What follows belongs to an exercise in optimizing a design on an open flow for small area, a short achievable clock period and few clock cycles per item; a production flow would make more cautious choices.
RTL that was checked went through simulation tests only; none was proved equivalent to the original.

==> run a <==
==> flow/design.v <==
`default_nettype none
package dds_pkg;
	localparam int unsigned RAD_W  = 64;
	localparam int unsigned ROOT_W = 32;
endpackage
`default_nettype wire
`default_nettype none
module dds_square (
	input  wire logic [30:0] rem,     
	input  wire logic [29:0] q,       
	input  wire logic [3:0]  bits,    
	output logic      [1:0]  digit,
	output logic      [30:0] rem_n    
);
	logic [35:0] r4;
	logic [35:0] t1;
	logic [35:0] t2;
	logic [35:0] t3;
	logic [35:0] a3;
	logic [35:0] b3;
	logic [35:0] s3;
	logic [35:0] c3;
	logic [36:0] t3w;
	assign r4 = {1'b0, rem, bits};
	assign t1 = r4 - {3'b000, q, 3'b001};
	assign t2 = r4 - {2'b00, q, 4'b0100};
	assign a3 = ~{2'b00, q, 4'b1000};
	assign b3 = ~{3'b000, q, 3'b001};
	assign s3 = r4 ^ a3 ^ b3;
	assign c3 = {(r4[34:0] & a3[34:0]) | (r4[34:0] & b3[34:0]) | (a3[34:0] & b3[34:0]), 1'b1};
	assign t3w = {s3, 1'b1} + {c3, 1'b1};
	assign t3 = t3w[36:1];
	always_comb begin
		if (!t3[35]) begin
			digit = 2'd3;
			rem_n = t3[30:0];
		end else if (!t2[35]) begin
			digit = 2'd2;
			rem_n = t2[30:0];
		end else if (!t1[35]) begin
			digit = 2'd1;
			rem_n = t1[30:0];
		end else begin
			digit = 2'd0;
			rem_n = r4[30:0];
		end
	end
endmodule
`default_nettype wire
`default_nettype none
module decimal_digit_square_root (
	input  wire logic                    clk,
	input  wire logic                    arst_n,
	input  wire logic                    start,
	output logic                         busy,
	input  wire logic signed [dds_pkg::RAD_W-1:0] radicand,
	output logic                         done,
	output logic [dds_pkg::ROOT_W-1:0]   root,
	output logic                         negative_input
);
	logic        busy_q;
	logic        done_q;
	logic        neg_q;
	logic [59:0] x_q;       
	logic [30:0] rem_q;     
	logic [31:0] q_q;       
	logic [3:0]  cnt_q;     
	logic        hz;
	logic [1:0]  d_hi;
	logic [1:0]  r_hi;
	logic [1:0]  d_lo;
	logic [2:0]  r_lo;
	logic [1:0]  digit;
	logic [30:0] rem_n;
	assign hz = (radicand[63:32] == 32'd0);
	always_comb begin
		if (radicand[62])            d_hi = 2'd2;
		else if (radicand[61:60] != 2'd0) d_hi = 2'd1;
		else                         d_hi = 2'd0;
		if (radicand[31:28] >= 4'd9)      d_lo = 2'd3;
		else if (radicand[31:28] >= 4'd4) d_lo = 2'd2;
		else if (radicand[31:28] >= 4'd1) d_lo = 2'd1;
		else                              d_lo = 2'd0;
	end
	assign r_hi = 2'({1'b0, radicand[62:60]} - 4'(d_hi * d_hi));
	assign r_lo = 3'(radicand[31:28] - 4'(d_lo * d_lo));
	dds_square u_step (
		.rem   (rem_q),
		.q     (q_q[29:0]),
		.bits  (x_q[59:56]),
		.digit (digit),
		.rem_n (rem_n)
	);
	always_ff @(posedge clk or negedge arst_n) begin
		if (!arst_n) begin
			busy_q <= 1'b0;
			done_q <= 1'b0;
		end else begin
			done_q <= 1'b0;
			if (!busy_q) begin
				if (start) begin
					if (radicand[63]) begin
						done_q <= 1'b1;
					end else begin
						busy_q <= 1'b1;
					end
				end
			end else if (cnt_q == 4'd0) begin
				busy_q <= 1'b0;
				done_q <= 1'b1;
			end
		end
	end
	always_ff @(posedge clk) begin
		if (!busy_q) begin
			x_q[59:32] <= hz ? radicand[27:0] : radicand[59:32];
			x_q[31:0]  <= radicand[31:0];
			neg_q      <= radicand[63];
			rem_q      <= {28'd0, hz ? r_lo : {1'b0, r_hi}};
			q_q        <= {30'd0, radicand[63] ? 2'd0 : (hz ? d_lo : d_hi)};
			cnt_q      <= hz ? 4'd6 : 4'd14;
		end else begin
			x_q[59:4]  <= x_q[55:0];
			x_q[3:0]   <= radicand[3:0];
			rem_q      <= rem_n;
			q_q        <= {q_q[29:0], digit};
			cnt_q      <= cnt_q - 4'd1;
		end
	end
	assign busy           = busy_q;
	assign done           = done_q;
	assign root           = q_q;
	assign negative_input = neg_q;
endmodule
`default_nettype wire
==> flow/flow/run.sh <==
#!/bin/bash
set -euo pipefail
bash standard.sh finish SETUP_SLACK_MARGIN=6.3 \
	"BUFFER_PORTS_ARGS=-buffer_cell sky130_fd_sc_hd__buf_1" > standard.log 2>&1
==> flow/standard.sh <==
#!/bin/bash
# synth_recipe.tcl (not shown) runs the flow's synth.tcl, then flattens the netlist and writes it again
# the make line also repeats each setting of config.mk as NAME=value (left out here)
make -C /OpenROAD-flow-scripts/flow DESIGN_CONFIG=/design/flow/config.mk WORK_HOME=/design/flow/orfs CLKGATE_MAP_FILE= SYNTH_SCRIPT=/design/flow/synth_recipe.tcl "${@:-finish}"
==> flow/config.mk <==
export PLATFORM = sky130hd
export DESIGN_NAME = decimal_digit_square_root
export DESIGN_NICKNAME = decimal_digit_square_root
export VERILOG_FILES = /design/flow/design.v
export SDC_FILE = /design/flow/constraint.sdc
export NUM_CORES = 4
export LEC_CHECK = 0
export CAP_MARGIN = 20
export CORE_MARGIN = 2
export CORE_UTILIZATION = 40
export CTS_BUF_LIST = sky130_fd_sc_hd__clkbuf_4 sky130_fd_sc_hd__clkbuf_8
export PLACE_DENSITY = 0.6
export SLEW_MARGIN = 20
==> flow/constraint.sdc <==
create_clock -name core_clock -period 10.0 [get_ports {clk}]
set_input_delay 2.0000 -clock core_clock [delete_from_list [all_inputs] [get_ports {clk}]]
set_output_delay 2.0000 -clock core_clock [all_outputs]
set_load 0.01 [all_outputs]
==> run b: changes against run a <==
--- a/flow/design.v
+++ b/flow/design.v
@@ -15,5 +15,2 @@
 	logic [35:0] r4;
-	logic [35:0] t1;
-	logic [35:0] t2;
-	logic [35:0] t3;
 	logic [35:0] a3;
@@ -22,6 +19,10 @@
 	logic [35:0] c3;
-	logic [36:0] t3w;
+	logic [35:0] p1, p2, p3;    
+	logic [35:0] k1, k2, k3;    
+	logic        n1, n2, n3;    
+	logic [30:0] pm;
+	logic [30:0] km;
 	assign r4 = {1'b0, rem, bits};
-	assign t1 = r4 - {3'b000, q, 3'b001};
-	assign t2 = r4 - {2'b00, q, 4'b0100};
+	dds_pfx_add #(36) u1 (.a(r4), .b(~{3'b000, q, 3'b001}), .cin(1'b1), .p(p1), .c(k1));
+	dds_pfx_add #(36) u2 (.a(r4), .b(~{2'b00, q, 4'b0100}), .cin(1'b1), .p(p2), .c(k2));
 	assign a3 = ~{2'b00, q, 4'b1000};
@@ -30,19 +31,59 @@
 	assign c3 = {(r4[34:0] & a3[34:0]) | (r4[34:0] & b3[34:0]) | (a3[34:0] & b3[34:0]), 1'b1};
-	assign t3w = {s3, 1'b1} + {c3, 1'b1};
-	assign t3 = t3w[36:1];
+	dds_pfx_add #(36) u3 (.a(s3), .b(c3), .cin(1'b1), .p(p3), .c(k3));
+	assign n1 = p1[35] ^ k1[35];
+	assign n2 = p2[35] ^ k2[35];
+	assign n3 = p3[35] ^ k3[35];
 	always_comb begin
-		if (!t3[35]) begin
+		if (!n3) begin
 			digit = 2'd3;
-			rem_n = t3[30:0];
-		end else if (!t2[35]) begin
+			pm    = p3[30:0];
+			km    = k3[30:0];
+		end else if (!n2) begin
 			digit = 2'd2;
-			rem_n = t2[30:0];
-		end else if (!t1[35]) begin
+			pm    = p2[30:0];
+			km    = k2[30:0];
+		end else if (!n1) begin
 			digit = 2'd1;
-			rem_n = t1[30:0];
+			pm    = p1[30:0];
+			km    = k1[30:0];
 		end else begin
 			digit = 2'd0;
-			rem_n = r4[30:0];
+			pm    = r4[30:0];
+			km    = '0;
 		end
 	end
+	assign rem_n = pm ^ km;
+endmodule
+`default_nettype wire
+`default_nettype none
+module dds_pfx_add #(
+	parameter int W = 36
+) (
+	input  wire logic [W-1:0] a,
+	input  wire logic [W-1:0] b,
+	input  wire logic         cin,
+	output logic      [W-1:0] p,
+	output logic      [W-1:0] c
+);
+	localparam int N = W + 1;
+	logic [N-1:0] gg;
+	logic [N-1:0] pp;
+	always_comb begin
+		gg = {a & b, cin};
+		pp = {a ^ b, 1'b0};
+		for (int l = 0; (1 << l) < N; l++) begin
+			for (int i = (2 << l) - 1; i < N; i += (2 << l)) begin
+				gg[i] = gg[i] | (pp[i] & gg[i - (1 << l)]);
+				pp[i] = pp[i] & pp[i - (1 << l)];
+			end
+		end
+		for (int l = 5; l >= 0; l--) begin
+			for (int i = 3 * (1 << l) - 1; i < N; i += (2 << l)) begin
+				gg[i] = gg[i] | (pp[i] & gg[i - (1 << l)]);
+				pp[i] = pp[i] & pp[i - (1 << l)];
+			end
+		end
+	end
+	assign p = a ^ b;
+	assign c = gg[W-1:0];
 endmodule
==> flow/flow/run.sh (replaced) <==
#!/bin/bash
set -euo pipefail
bash standard.sh finish SETUP_SLACK_MARGIN=6.5 \
	"BUFFER_PORTS_ARGS=-buffer_cell sky130_fd_sc_hd__buf_1" > standard.log 2>&1
==> run c: changes against run a <==
==> flow/design.v, changed modules only <==
module dds_square (
	input  wire logic [31:0] rem,     
	input  wire logic [30:0] q,       
	input  wire logic [1:0]  bits,    
	output logic             digit,
	output logic      [31:0] rem_n    
);
	logic [34:0] r2;
	logic [34:0] t;
	assign r2 = {1'b0, rem, bits};
	assign t  = r2 - {2'b00, q, 2'b01};
	assign digit = !t[34];
	assign rem_n = t[34] ? r2[31:0] : t[31:0];
endmodule
module decimal_digit_square_root (
	input  wire logic                    clk,
	input  wire logic                    arst_n,
	input  wire logic                    start,
	output logic                         busy,
	input  wire logic signed [dds_pkg::RAD_W-1:0] radicand,
	output logic                         done,
	output logic [dds_pkg::ROOT_W-1:0]   root,
	output logic                         negative_input
);
	logic        busy_q;
	logic        first_q;
	logic        done_q;
	logic        neg_q;
	logic [61:0] x_q;       
	logic [31:0] rem_q;     
	logic [31:0] q_q;       
	logic [4:0]  cnt_q;     
	logic        hz;
	logic [1:0]  lo2;
	logic        digit;
	logic [31:0] rem_n;
	assign hz  = !q_q[0] && (x_q[61:32] == 30'd0);
	assign lo2 = x_q[31:30];
	dds_square u_step (
		.rem   (rem_q),
		.q     (q_q[30:0]),
		.bits  (x_q[61:60]),
		.digit (digit),
		.rem_n (rem_n)
	);
	always_ff @(posedge clk or negedge arst_n) begin
		if (!arst_n) begin
			busy_q  <= 1'b0;
			first_q <= 1'b0;
			done_q  <= 1'b0;
		end else begin
			done_q  <= 1'b0;
			first_q <= 1'b0;
			if (!busy_q) begin
				if (start) begin
					if (radicand[63]) begin
						done_q <= 1'b1;
					end else begin
						busy_q  <= 1'b1;
						first_q <= 1'b1;
					end
				end
			end else if (!first_q && cnt_q == 5'd0) begin
				busy_q <= 1'b0;
				done_q <= 1'b1;
			end
		end
	end
	always_ff @(posedge clk) begin
		x_q[1:0] <= radicand[1:0];
		if (!busy_q) begin
			x_q[61:2] <= radicand[61:2];
			neg_q     <= radicand[63];
			rem_q     <= '0;
			q_q       <= {31'd0, radicand[62] & !radicand[63]};
		end else if (first_q && hz) begin
			x_q[61:32] <= x_q[29:0];
			rem_q      <= {30'd0, lo2[1] & lo2[0], lo2[1] & !lo2[0]};
			q_q        <= {31'd0, lo2 != 2'd0};
			cnt_q      <= 5'd14;
		end else begin
			x_q[61:2] <= x_q[59:0];
			rem_q     <= rem_n;
			q_q       <= {q_q[30:0], digit};
			cnt_q     <= first_q ? 5'd29 : cnt_q - 5'd1;
		end
	end
	assign busy           = busy_q;
	assign done           = done_q;
	assign root           = q_q;
	assign negative_input = neg_q;
endmodule
==> flow/flow/run.sh (replaced) <==
#!/bin/bash
set -euo pipefail
bash standard.sh finish SETUP_SLACK_MARGIN=7.5 > standard.log 2>&1
Settings changed: CTS_BUF_LIST sky130_fd_sc_hd__clkbuf_4 sky130_fd_sc_hd__clkbuf_8 to unset.
==> results.yml <==
synthesis:
  ys_top_cells_by_count: "nor2_1, dfxtp_1, a21oi_1"
  syn_inst: 679
  synth_fa_ha_area_share_pct: 6.63
  synth-simple-area-share_pct: 11.9
run_status:
  outcome: "timing/DRC/antenna clean"
route:
  vias: 5349
(the above is from run c)
==> results.yml <==
route:
  vias: 9694
synthesis:
  ys_top_cells_by_count: "dfxtp_1, a21oi_1, nor2_1"
  synth-simple-area-share_pct: 15.9
  yosysSeqAreaShare_pct: 25.6
  syn_inst: 1248
floorplanning:
  num_rows: 58
cells_and_area:
  diodes: 0
critical_path:
  r2r_start: "rem_q[2]$_DFF_P_"
run_status:
  outcome: "timing/DRC/antenna clean"
timing:
  period_minus_slack_ns: 3.68
(the above is from run a)
==> results.yml <==
synthesis:
  syn_inst: 1028
  synth-simple-area-share_pct: 12.6
  ys_top_cells_by_count: "dfxtp_1, a21oi_1, ha_1"
  synth_fa_ha_area_share_pct: 20.0
critical_path:
  reg2reg_depth: 12
route:
  vias: 7882
run_status:
  outcome: "timing/DRC/antenna clean"
(the above is from run b)
Testbench counts of run b, summed over its fixed seeds: cycles 31,206, roots 2,400.
Function not checked in run a and run c: the RTL went through the layout flow alone.

==> port drivers added, routing unchanged <==
No port has a modelled driver above. Below, the same layouts with a new extraction and two added sets of constraints.
Step 1 (the two cells are an assumption about what drives the block):
set clk [get_ports {clk}]
set_driving_cell -lib_cell sky130_fd_sc_hd__clkbuf_16 $clk
set_driving_cell -lib_cell sky130_fd_sc_hd__buf_2 [delete_from_list [all_inputs] $clk]
Step 2 moves the port delays by t, midway between the first and last clock arrival at a register: inputs arrive t later, outputs are due t later. That takes back most of the time a late clock gives input paths.
a / b / c = ideal ports / drivers / drivers and shift; a / b = the first two.
run | shift t [ns] | setup slack, ns | worst setup path at the end
run a | 0.506 | 6.322 / 6.322 / 6.029 | input to register
run b | 0.507 | 6.613 / 6.613 / 6.149 | input to register
run c | 0.461 | 6.986 / 6.942 / 7.051 | input to register
After both steps every run listed still meets setup and hold. The setup slack of run b, which loses most, moves by 0.000 ns with the drivers and by -0.464 ns with both steps.
